This is an optimization exercise on Yosys and OpenROAD, whose aim is small area and a short achievable clock period, not a production implementation. At most, simulation tests tie the RTL to the original design; equivalence was not proved. Power figures rest on the tool's default switching activity, not on a simulated workload. No driver is modelled on the clock port, so clocking that relies on it looks cheaper here than on a real chip.

## oak
// voice_recorder_top
module voice_recorder_top
(
  input  logic           clock,
  input  logic           reset,
  input  logic           sample_strobe,
  input  voice_recorder_pkg::sample_t        mic_sample,
  input  voice_recorder_pkg::buttons_t       buttons,
  output voice_recorder_pkg::sample_t        audio_out,
  output voice_recorder_pkg::volume_t        volume,
  output logic           codec_reset_b,
  output voice_recorder_pkg::codec_command_t command
);
For scale: roughly 7300 flip-flops, roughly 53 I/O pins, roughly 150000 sq um of cells after synthesis.
==> module recorder, before the edit <==
module recorder
(
  input  logic    clock,
  input  logic    reset,
  input  logic    sample_strobe,
  input  voice_recorder_pkg::sample_t mic_sample,
  input  logic    playback,
  output voice_recorder_pkg::sample_t audio_out,
  output logic [5:0] slot
);
  logic playback_q;
  logic mode_change;
  logic [$clog2(voice_recorder_pkg::DECIMATION)-1:0] decim_count;
  logic decim_last;
  voice_recorder_pkg::addr_t addr;
  voice_recorder_pkg::addr_t next_addr;
  voice_recorder_pkg::addr_t play_next;
  voice_recorder_pkg::addr_t record_length;
  logic full;
  logic write_enable;
  voice_recorder_pkg::addr_t addr_on_strobe;
  voice_recorder_pkg::sample_t last_stored;
  logic [6:0] first_sample;
  logic strobe_d1;
  logic strobe_d2;
  logic strobe_d3;
  logic entered_d1;
  logic entered_d2;
  logic [16*7-1:0] taps;
  logic [8*7-1:0] pair_taps;
  logic [3:0] fetch_ring;
  logic [2:0] fetch_echo_pair;
  logic [5:0] fetch_slot;
  logic fetch_echo;
  logic fetch_match;
  logic fetch_pending;
  logic fetch_hit;
  logic fetch_start;
  logic [6:0] fetch_s;
  logic [6:0] fetch_e;
  voice_recorder_pkg::sample_t next_mix;
  voice_recorder_pkg::sample_t cur_mix;
  voice_recorder_pkg::sample_t first_mix;
  sample_ram i_sample_ram (
    .clock         (clock),
    .reset         (reset),
    .write_request (write_enable),
    .write_addr    (addr),
    .write_data    (last_stored[7:1]),
    .slot          (slot),
    .taps          (taps)
  );
  assign mode_change = playback ^ playback_q;
  assign decim_last = (decim_count == voice_recorder_pkg::DECIMATION - 1);
  assign next_addr = addr + 1'b1;
  assign full = (addr == '1);
  assign play_next = (next_addr >= record_length) ? '0 : next_addr;
  assign write_enable = sample_strobe && !playback_q && !mode_change &&
                        decim_count == '0 && !full;
  assign addr_on_strobe = playback_q ? (decim_last ? play_next : addr) :
                          (decim_count == '0 && !full) ? next_addr : addr;
  always_ff @(posedge clock)
  begin
    if (reset)
    begin
      playback_q <= 1'b0;
      decim_count <= '0;
      addr <= '0;
      record_length <= '0;
    end
    else
    begin
      playback_q <= playback;
      if (mode_change)
      begin
        decim_count <= '0;
        addr <= '0;
        if (playback)
          record_length <= addr;
      end
      else if (sample_strobe)
      begin
        decim_count <= decim_last ? '0 : decim_count + 1'b1;
        addr <= addr_on_strobe;
      end
    end
  end
  always_ff @(posedge clock)
  begin
    if (write_enable)
      last_stored <= mic_sample;
    if (write_enable && addr == '0)
      first_sample <= mic_sample[7:1];
  end
  always_ff @(posedge clock)
  begin
    fetch_ring <= play_next[9:6];
    fetch_echo_pair <= play_next[9:7] - 1'b1;
    fetch_slot <= play_next[5:0];
    fetch_echo <= (play_next > voice_recorder_pkg::addr_t'(voice_recorder_pkg::ECHO_DELAY));
  end
  for (genvar p = 0; p < 8; p++)
  begin : g_pair
    assign pair_taps[p*7 +: 7] = fetch_ring[0] ? taps[(2*p+1)*7 +: 7] : taps[2*p*7 +: 7];
  end
  always_ff @(posedge clock)
  begin
    fetch_s <= pair_taps[fetch_ring[3:1]*7 +: 7];
    fetch_e <= fetch_echo ? pair_taps[fetch_echo_pair*7 +: 7] : pair_taps[fetch_ring[3:1]*7 +: 7];
    fetch_match <= (slot == fetch_slot);
  end
  assign fetch_start = (entered_d2 && playback_q) || (strobe_d2 && playback_q && decim_count == '0);
  assign fetch_hit = fetch_pending && fetch_match;
  always_ff @(posedge clock)
  begin
    if (reset)
      fetch_pending <= 1'b0;
    else if (fetch_start)
      fetch_pending <= 1'b1;
    else if (fetch_hit)
      fetch_pending <= 1'b0;
  end
  always_ff @(posedge clock)
  begin
    if (fetch_hit)
      next_mix <= {1'b0, fetch_s} + {2'b00, fetch_s[6:1]} + {2'b00, fetch_e[6:1]};
  end
  assign first_mix = {1'b0, first_sample} + {2'b00, first_sample[6:1]} + {2'b00, first_sample[6:1]};
  always_ff @(posedge clock)
  begin
    if (reset)
    begin
      entered_d1 <= 1'b0;
      entered_d2 <= 1'b0;
    end
    else
    begin
      entered_d1 <= mode_change && playback;
      entered_d2 <= entered_d1;
    end
  end
  always_ff @(posedge clock)
  begin
    if (mode_change && playback)
      cur_mix <= first_mix;
    else if (strobe_d3 && playback_q && decim_count == '0 && record_length != '0)
      cur_mix <= next_mix;
  end
  always_ff @(posedge clock)
  begin
    if (reset)
    begin
      strobe_d1 <= 1'b0;
      strobe_d2 <= 1'b0;
      strobe_d3 <= 1'b0;
      audio_out <= '0;
    end
    else
    begin
      strobe_d1 <= sample_strobe;
      strobe_d2 <= strobe_d1;
      strobe_d3 <= strobe_d2;
      if (strobe_d2)
        audio_out <= playback_q ? cur_mix : last_stored;
    end
  end
endmodule
clock: 10.0 ns
lec_check: 0
cap_margin: 20
core_margin: 2
core_utilization: 50
cts_cluster_diameter: 80
cts_cluster_size: 30
slew_margin: 20
standard.sh (not shown) runs the stock make flow with config.mk's settings and CLKGATE_MAP_FILE= SYNTH_SCRIPT=/design/flow/synth_recipe.tcl, a recipe that flattens the netlist after the stock synthesis.
==> flow/flow/run.sh <==
#!/bin/bash
# Standard ORFS layout with buf_4 port buffers, a setup repair target tighter than the
# clock, and clock tree synthesis without dummy balancing loads.
set -euo pipefail
bash standard.sh \
  BUFFER_PORTS_ARGS="-buffer_cell sky130_fd_sc_hd__buf_4" \
  SETUP_SLACK_MARGIN=6.6 \
  CTS_ARGS="-sink_clustering_enable -repair_clock_nets -sink_clustering_size 34 -sink_clustering_max_diameter 80 -dont_use_dummy_load" \
  finish > standard.log 2>&1
Inputs modified between oak and pine:
diff --git a/flow/design.v b/flow/design.v
--- a/flow/design.v
+++ b/flow/design.v
@@ -273,13 +273,14 @@
   logic mode_change;
   logic [$clog2(voice_recorder_pkg::DECIMATION)-1:0] decim_count;
   logic decim_last;
   voice_recorder_pkg::addr_t addr;
   voice_recorder_pkg::addr_t next_addr;
   voice_recorder_pkg::addr_t play_next;
-  voice_recorder_pkg::addr_t record_length;
+  voice_recorder_pkg::addr_t last_addr;
+  logic single_word;
   logic full;
   logic write_enable;
   voice_recorder_pkg::addr_t addr_on_strobe;
   voice_recorder_pkg::sample_t last_stored;
   logic [6:0] first_sample;
   logic strobe_d1;
@@ -288,12 +289,13 @@
   logic entered_d1;
   logic entered_d2;
   logic [16*7-1:0] taps;
   logic [8*7-1:0] pair_taps;
   logic [3:0] fetch_ring;
   logic [2:0] fetch_echo_pair;
+  logic [2:0] fetch_pair;
   logic [5:0] fetch_slot;
   logic fetch_echo;
   logic fetch_match;
   logic fetch_pending;
   logic fetch_hit;
   logic fetch_start;
@@ -312,35 +314,39 @@
     .taps          (taps)
   );
   assign mode_change = playback ^ playback_q;
   assign decim_last = (decim_count == voice_recorder_pkg::DECIMATION - 1);
   assign next_addr = addr + 1'b1;
   assign full = (addr == '1);
-  assign play_next = (next_addr >= record_length) ? '0 : next_addr;
+  assign play_next = (addr == last_addr) ? '0 : next_addr;
   assign write_enable = sample_strobe && !playback_q && !mode_change &&
                         decim_count == '0 && !full;
   assign addr_on_strobe = playback_q ? (decim_last ? play_next : addr) :
                           (decim_count == '0 && !full) ? next_addr : addr;
   always_ff @(posedge clock)
   begin
     if (reset)
     begin
       playback_q <= 1'b0;
       decim_count <= '0;
       addr <= '0;
-      record_length <= '0;
+      last_addr <= '0;
+      single_word <= 1'b1;
     end
     else
     begin
       playback_q <= playback;
       if (mode_change)
       begin
         decim_count <= '0;
         addr <= '0;
         if (playback)
-          record_length <= addr;
+        begin
+          last_addr <= (addr == '0) ? '0 : addr - 1'b1;
+          single_word <= (addr[9:1] == '0);
+        end
       end
       else if (sample_strobe)
       begin
         decim_count <= decim_last ? '0 : decim_count + 1'b1;
         addr <= addr_on_strobe;
       end
@@ -353,24 +359,25 @@
     if (write_enable && addr == '0)
       first_sample <= mic_sample[7:1];
   end
   always_ff @(posedge clock)
   begin
     fetch_ring <= play_next[9:6];
-    fetch_echo_pair <= play_next[9:7] - 1'b1;
     fetch_slot <= play_next[5:0];
-    fetch_echo <= (play_next > voice_recorder_pkg::addr_t'(voice_recorder_pkg::ECHO_DELAY));
   end
+  assign fetch_echo = (fetch_ring[3:2] != '0) || (fetch_ring[1] && (fetch_ring[0] || fetch_slot != '0));
+  assign fetch_pair = fetch_ring[3:1];
+  assign fetch_echo_pair = fetch_pair - 1'b1;
   for (genvar p = 0; p < 8; p++)
   begin : g_pair
     assign pair_taps[p*7 +: 7] = fetch_ring[0] ? taps[(2*p+1)*7 +: 7] : taps[2*p*7 +: 7];
   end
   always_ff @(posedge clock)
   begin
-    fetch_s <= pair_taps[fetch_ring[3:1]*7 +: 7];
-    fetch_e <= fetch_echo ? pair_taps[fetch_echo_pair*7 +: 7] : pair_taps[fetch_ring[3:1]*7 +: 7];
+    fetch_s <= pair_taps[fetch_pair*7 +: 7];
+    fetch_e <= pair_taps[(fetch_echo ? fetch_echo_pair : fetch_pair)*7 +: 7];
     fetch_match <= (slot == fetch_slot);
   end
   assign fetch_start = (entered_d2 && playback_q) || (strobe_d2 && playback_q && decim_count == '0);
   assign fetch_hit = fetch_pending && fetch_match;
   always_ff @(posedge clock)
   begin
@@ -383,13 +390,13 @@
   end
   always_ff @(posedge clock)
   begin
     if (fetch_hit)
       next_mix <= {1'b0, fetch_s} + {2'b00, fetch_s[6:1]} + {2'b00, fetch_e[6:1]};
   end
-  assign first_mix = {1'b0, first_sample} + {2'b00, first_sample[6:1]} + {2'b00, first_sample[6:1]};
+  assign first_mix = {first_sample[6:1], 1'b0, first_sample[0]};
   always_ff @(posedge clock)
   begin
     if (reset)
     begin
       entered_d1 <= 1'b0;
       entered_d2 <= 1'b0;
@@ -401,13 +408,13 @@
     end
   end
   always_ff @(posedge clock)
   begin
     if (mode_change && playback)
       cur_mix <= first_mix;
-    else if (strobe_d3 && playback_q && decim_count == '0 && record_length != '0)
+    else if (strobe_d3 && playback_q && decim_count == '0 && !single_word)
       cur_mix <= next_mix;
   end
   always_ff @(posedge clock)
   begin
     if (reset)
     begin
Diff oak..pine | cell area | negligible
The final reports for pine and oak show met1 usage higher in the former.
pine vs. oak: xor-xnor portion of the synthesized cell area comparable; layout overhead on the synthesized area comparable.
pine vs oak — worst setup slack after layout dropped 0.021 ns.

## willow
Another version of the RTL of voice_recorder_top (not shown whole).
For scale: about 150000 um2 of cells after synthesis.
==> module sample_ram, before the edit <==
module sample_ram
(
  input  logic        clock,
  input  logic        reset,
  input  logic        write_request,
  input  voice_recorder_pkg::addr_t write_addr,
  input  logic [6:0]  write_data,
  output logic [5:0]  slot,
  output logic [16*7-1:0] taps
);
  localparam int RINGS = 16;
  localparam int DEPTH = 64;
  localparam int W = 7;
  logic       pending;
  logic [3:0] pending_ring;
  logic [5:0] pending_slot;
  logic       insert;
  always_ff @(posedge clock)
  begin
    if (reset)
      slot <= '0;
    else
      slot <= slot + 1'b1;
  end
  assign insert = pending && (pending_slot == slot);
  always_ff @(posedge clock)
  begin
    if (reset)
      pending <= 1'b0;
    else if (write_request)
      pending <= 1'b1;
    else if (insert)
      pending <= 1'b0;
  end
  always_ff @(posedge clock)
  begin
    if (write_request)
    begin
      pending_ring <= write_addr[9:6];
      pending_slot <= write_addr[5:0] - 1'b1;
    end
  end
  for (genvar r = 0; r < RINGS; r++)
  begin : g_ring
    logic [DEPTH*W-1:0] words;
    always_ff @(posedge clock)
      words <= {words[(DEPTH-1)*W-1:0],
                (insert && pending_ring == r) ? write_data : words[DEPTH*W-1 -: W]};
    assign taps[r*W +: W] = words[W-1:0];
  end
endmodule
==> module recorder, before the edit <==
module recorder
(
  input  logic    clock,
  input  logic    reset,
  input  logic    sample_strobe,
  input  voice_recorder_pkg::sample_t mic_sample,
  input  logic    playback,
  output voice_recorder_pkg::sample_t audio_out
);
  logic playback_q;
  logic mode_change;
  logic [$clog2(voice_recorder_pkg::DECIMATION)-1:0] decim_count;
  logic decim_last;
  voice_recorder_pkg::addr_t addr;
  voice_recorder_pkg::addr_t next_addr;
  voice_recorder_pkg::addr_t play_next;
  voice_recorder_pkg::addr_t record_length;
  logic full;
  logic write_enable;
  logic write_ok;
  voice_recorder_pkg::addr_t addr_on_strobe;
  voice_recorder_pkg::sample_t last_stored;
  logic [6:0] first_sample;
  logic strobe_d1;
  logic strobe_d2;
  logic strobe_d3;
  logic strobe_d4;
  logic [5:0] slot;
  logic [16*7-1:0] taps;
  logic [3:0] fetch_ring;
  logic [3:0] fetch_echo_ring;
  logic [5:0] fetch_slot;
  logic fetch_zero;
  logic fetch_echo;
  logic fetch_pending;
  logic fetch_hit;
  logic fetch_start;
  logic [6:0] fetch_s;
  logic [6:0] fetch_e;
  voice_recorder_pkg::sample_t next_mix;
  voice_recorder_pkg::sample_t cur_mix;
  voice_recorder_pkg::sample_t first_mix;
  logic entered_d1;
  logic entered_d2;
  logic entered_d3;
  voice_recorder_pkg::addr_t fetch_addr;
  logic fetch_match;
  sample_ram i_sample_ram (
    .clock         (clock),
    .reset         (reset),
    .write_request (write_enable),
    .write_addr    (addr),
    .write_data    (last_stored[7:1]),
    .slot          (slot),
    .taps          (taps)
  );
  assign mode_change = playback ^ playback_q;
  assign decim_last = (decim_count == voice_recorder_pkg::DECIMATION - 1);
  assign next_addr = addr + 1'b1;
  assign full = (addr == '1);
  assign play_next = (next_addr >= record_length) ? '0 : next_addr;
  assign write_ok = !playback_q && !mode_change && decim_count == '0 && !full;
  assign write_enable = sample_strobe && write_ok;
  assign addr_on_strobe = playback_q ? (decim_last ? play_next : addr) :
                          (decim_count == '0 && !full) ? next_addr : addr;
  always_ff @(posedge clock)
  begin
    if (reset)
    begin
      playback_q <= 1'b0;
      decim_count <= '0;
      addr <= '0;
      record_length <= '0;
    end
    else
    begin
      playback_q <= playback;
      if (mode_change)
      begin
        decim_count <= '0;
        addr <= '0;
        if (playback)
          record_length <= addr;
      end
      else if (sample_strobe)
      begin
        decim_count <= decim_last ? '0 : decim_count + 1'b1;
        addr <= addr_on_strobe;
      end
    end
  end
  always_ff @(posedge clock)
  begin
    if (write_enable)
      last_stored <= mic_sample;
    if (write_enable && addr == '0)
      first_sample <= mic_sample[7:1];
  end
  always_ff @(posedge clock)
  begin
    fetch_addr <= play_next;
    fetch_ring <= fetch_addr[9:6];
    fetch_echo_ring <= fetch_addr[9:6] - 2'd2;
    fetch_slot <= fetch_addr[5:0];
    fetch_zero <= (fetch_addr == '0);
    fetch_echo <= (fetch_addr > voice_recorder_pkg::addr_t'(voice_recorder_pkg::ECHO_DELAY));
  end
  always_ff @(posedge clock)
  begin
    fetch_s <= fetch_zero ? first_sample : taps[fetch_ring*7 +: 7];
    fetch_e <= fetch_echo ? taps[fetch_echo_ring*7 +: 7] :
               fetch_zero ? first_sample : taps[fetch_ring*7 +: 7];
    fetch_match <= (slot == fetch_slot);
  end
  assign fetch_start = (entered_d3 && playback_q) || (strobe_d3 && playback_q && decim_count == '0);
  assign fetch_hit = fetch_pending && fetch_match;
  always_ff @(posedge clock)
  begin
    if (reset)
      fetch_pending <= 1'b0;
    else if (fetch_start)
      fetch_pending <= 1'b1;
    else if (fetch_hit)
      fetch_pending <= 1'b0;
  end
  always_ff @(posedge clock)
  begin
    if (fetch_hit)
      next_mix <= {1'b0, fetch_s} + {2'b00, fetch_s[6:1]} + {2'b00, fetch_e[6:1]};
  end
  assign first_mix = {1'b0, first_sample} + {2'b00, first_sample[6:1]} + {2'b00, first_sample[6:1]};
  always_ff @(posedge clock)
  begin
    if (reset)
    begin
      entered_d1 <= 1'b0;
      entered_d2 <= 1'b0;
      entered_d3 <= 1'b0;
    end
    else
    begin
      entered_d1 <= mode_change && playback;
      entered_d2 <= entered_d1;
      entered_d3 <= entered_d2;
    end
  end
  always_ff @(posedge clock)
  begin
    if (mode_change && playback)
      cur_mix <= first_mix;
    else if (strobe_d4 && playback_q && decim_count == '0)
      cur_mix <= next_mix;
  end
  always_ff @(posedge clock)
  begin
    if (reset)
    begin
      strobe_d1 <= 1'b0;
      strobe_d2 <= 1'b0;
      strobe_d3 <= 1'b0;
      strobe_d4 <= 1'b0;
      audio_out <= '0;
    end
    else
    begin
      strobe_d1 <= sample_strobe;
      strobe_d2 <= strobe_d1;
      strobe_d3 <= strobe_d2;
      strobe_d4 <= strobe_d3;
      if (strobe_d2)
        audio_out <= playback_q ? cur_mix : last_stored;
    end
  end
endmodule
clock: 10.0 ns
lec_check: 0
cap_margin: 20
core_margin: 2
core_utilization: 50
cts_cluster_diameter: 80
cts_cluster_size: 30
slew_margin: 20
==> flow/flow/run.sh <==
#!/bin/bash
# Standard ORFS layout with buf_4 port buffers and a setup repair target tighter than the clock.
set -euo pipefail
bash standard.sh \
  BUFFER_PORTS_ARGS="-buffer_cell sky130_fd_sc_hd__buf_4" \
  SETUP_SLACK_MARGIN=6.8 \
  finish > standard.log 2>&1
diff inputs: willow => quartz
==> flow/design.v, changed modules only <==
module sample_ram
(
  input  logic        clock,
  input  logic        reset,
  input  logic        write_request,
  input  voice_recorder_pkg::addr_t write_addr,
  input  logic [6:0]  write_data,
  output logic [5:0]  slot,
  output logic [16*7-1:0] taps
);
  localparam int RINGS = 16;
  localparam int DEPTH = 64;
  localparam int W = 7;
  logic       pending;
  logic [3:0] pending_ring;
  logic [5:0] pending_slot;
  logic       insert;
  always_ff @(posedge clock)
  begin
    if (reset)
      slot <= '0;
    else
      slot <= slot + 1'b1;
  end
  assign insert = pending && (pending_slot == slot + 1'b1);
  always_ff @(posedge clock)
  begin
    if (reset)
      pending <= 1'b0;
    else if (write_request)
      pending <= 1'b1;
    else if (insert)
      pending <= 1'b0;
  end
  always_ff @(posedge clock)
  begin
    if (write_request)
    begin
      pending_ring <= write_addr[9:6];
      pending_slot <= write_addr[5:0];
    end
  end
  for (genvar r = 0; r < RINGS; r++)
  begin : g_ring
    logic [DEPTH*W-1:0] words;
    always_ff @(posedge clock)
      words <= {words[(DEPTH-1)*W-1:0],
                (insert && pending_ring == r) ? write_data : words[DEPTH*W-1 -: W]};
    assign taps[r*W +: W] = words[W-1:0];
  end
endmodule
module recorder
(
  input  logic    clock,
  input  logic    reset,
  input  logic    sample_strobe,
  input  voice_recorder_pkg::sample_t mic_sample,
  input  logic    playback,
  output voice_recorder_pkg::sample_t audio_out
);
  logic playback_q;
  logic mode_change;
  logic [$clog2(voice_recorder_pkg::DECIMATION)-1:0] decim_count;
  logic decim_last;
  voice_recorder_pkg::addr_t addr;
  voice_recorder_pkg::addr_t next_addr;
  voice_recorder_pkg::addr_t play_next;
  voice_recorder_pkg::addr_t record_length;
  logic full;
  logic write_enable;
  voice_recorder_pkg::sample_t last_stored;
  logic [6:0] first_sample;
  logic strobe_d1;
  logic strobe_d2;
  logic strobe_d3;
  logic [5:0] slot;
  logic [16*7-1:0] taps;
  logic [3:0] fetch_ring;
  logic [3:0] fetch_echo_ring;
  logic [5:0] fetch_slot;
  logic fetch_zero;
  logic fetch_echo;
  logic fetch_pending;
  logic fetch_hit;
  logic fetch_start;
  logic [6:0] fetch_s;
  logic [6:0] fetch_e;
  voice_recorder_pkg::sample_t next_mix;
  voice_recorder_pkg::sample_t cur_mix;
  voice_recorder_pkg::sample_t first_mix;
  logic entered_d1;
  logic entered_d2;
  logic fetch_match;
  sample_ram i_sample_ram (
    .clock         (clock),
    .reset         (reset),
    .write_request (write_enable),
    .write_addr    (addr),
    .write_data    (last_stored[7:1]),
    .slot          (slot),
    .taps          (taps)
  );
  assign mode_change = playback ^ playback_q;
  assign decim_last = (decim_count == voice_recorder_pkg::DECIMATION - 1);
  assign next_addr = addr + 1'b1;
  assign full = (addr == '1);
  assign play_next = (next_addr >= record_length) ? '0 : next_addr;
  assign write_enable = sample_strobe && !playback_q && !mode_change &&
                        decim_count == '0 && !full;
  always_ff @(posedge clock)
  begin
    if (reset)
    begin
      playback_q <= 1'b0;
      decim_count <= '0;
      addr <= '0;
      record_length <= '0;
    end
    else
    begin
      playback_q <= playback;
      if (mode_change)
      begin
        decim_count <= '0;
        addr <= '0;
        if (playback)
          record_length <= addr;
      end
      else if (sample_strobe)
      begin
        decim_count <= decim_last ? '0 : decim_count + 1'b1;
        if (!playback_q)
        begin
          if (write_enable)
            addr <= next_addr;
        end
        else if (decim_last)
        begin
          addr <= play_next;
        end
      end
    end
  end
  always_ff @(posedge clock)
  begin
    if (write_enable)
      last_stored <= mic_sample;
    if (write_enable && addr == '0)
      first_sample <= mic_sample[7:1];
  end
  always_ff @(posedge clock)
  begin
    fetch_ring <= play_next[9:6];
    fetch_echo_ring <= play_next[9:6] - 2'd2;
    fetch_slot <= play_next[5:0];
    fetch_zero <= (play_next == '0);
    fetch_echo <= (play_next > voice_recorder_pkg::addr_t'(voice_recorder_pkg::ECHO_DELAY));
  end
  always_ff @(posedge clock)
  begin
    fetch_s <= fetch_zero ? first_sample : taps[fetch_ring*7 +: 7];
    fetch_e <= fetch_echo ? taps[fetch_echo_ring*7 +: 7] :
               fetch_zero ? first_sample : taps[fetch_ring*7 +: 7];
    fetch_match <= (slot == fetch_slot);
  end
  assign fetch_start = (entered_d2 && playback_q) || (strobe_d2 && playback_q && decim_count == '0);
  assign fetch_hit = fetch_pending && fetch_match;
  always_ff @(posedge clock)
  begin
    if (reset)
      fetch_pending <= 1'b0;
    else if (fetch_start)
      fetch_pending <= 1'b1;
    else if (fetch_hit)
      fetch_pending <= 1'b0;
  end
  always_ff @(posedge clock)
  begin
    if (fetch_hit)
      next_mix <= {1'b0, fetch_s} + {2'b00, fetch_s[6:1]} + {2'b00, fetch_e[6:1]};
  end
  assign first_mix = {1'b0, first_sample} + {2'b00, first_sample[6:1]} + {2'b00, first_sample[6:1]};
  always_ff @(posedge clock)
  begin
    if (reset)
    begin
      entered_d1 <= 1'b0;
      entered_d2 <= 1'b0;
    end
    else
    begin
      entered_d1 <= mode_change && playback;
      entered_d2 <= entered_d1;
    end
  end
  always_ff @(posedge clock)
  begin
    if (mode_change && playback)
      cur_mix <= first_mix;
    else if (strobe_d3 && playback_q && decim_count == '0)
      cur_mix <= next_mix;
  end
  always_ff @(posedge clock)
  begin
    if (reset)
    begin
      strobe_d1 <= 1'b0;
      strobe_d2 <= 1'b0;
      strobe_d3 <= 1'b0;
      audio_out <= '0;
    end
    else
    begin
      strobe_d1 <= sample_strobe;
      strobe_d2 <= strobe_d1;
      strobe_d3 <= strobe_d2;
      if (strobe_d2)
        audio_out <= playback_q ? cur_mix : last_stored;
    end
  end
endmodule
Findings:
Per the comparison of quartz with willow, sequential fraction of total cell area now sits lower, fraction of power consumed by the clock network saw an increase, count of clock tree sinks comparable, data arrival time of the critical path saw an increase.
Compared with willow, in quartz post-route standard cell area excluding fillers ~0 delta; met3 wirelength from detailed routing saw a decrease.
Only the layout flow was run in quartz; the RTL was not checked for function there.

what the ideal ports hide:
In the flow no input, the clock included, has a driving cell. The finished layouts below were timed again as built, in two steps. Step 1 (the two cells are an assumption about what drives the block):
set clk [get_ports {clock}]
set_driving_cell -lib_cell sky130_fd_sc_hd__clkbuf_16 $clk
set_driving_cell -lib_cell sky130_fd_sc_hd__buf_2 [delete_from_list [all_inputs] $clk]
Step 2, shift: input delay + t, output delay - t, t = (earliest + latest rising clock arrival at the registers) / 2. This alone moves slack from input paths to output paths. Slacks: no drivers / after step 1 / after step 2; pairs: no drivers / after step 1.
| run | t, ns | slack for setup (ns) | worst setup path at the end | clock arrival spread, ns |
|---|---|---|---|---|
| oak | 0.929 | 6.645 / 6.552 / 6.119 | input to register | 0.145 / 0.145 |
| pine | 0.946 | 6.625 / 6.529 / 5.981 | input to register | 0.116 / 0.116 |
| willow | 0.971 | 6.618 / 6.531 / 6.497 | input to register | 0.053 / 0.052 |
| quartz | 0.970 | 6.582 / 6.493 / 6.034 | input to register | 0.051 / 0.051 |
After both steps setup and hold are still met in every run listed. For pine, which loses most, drivers alone change the setup slack by -0.096 ns; drivers and shift together by -0.644 ns.
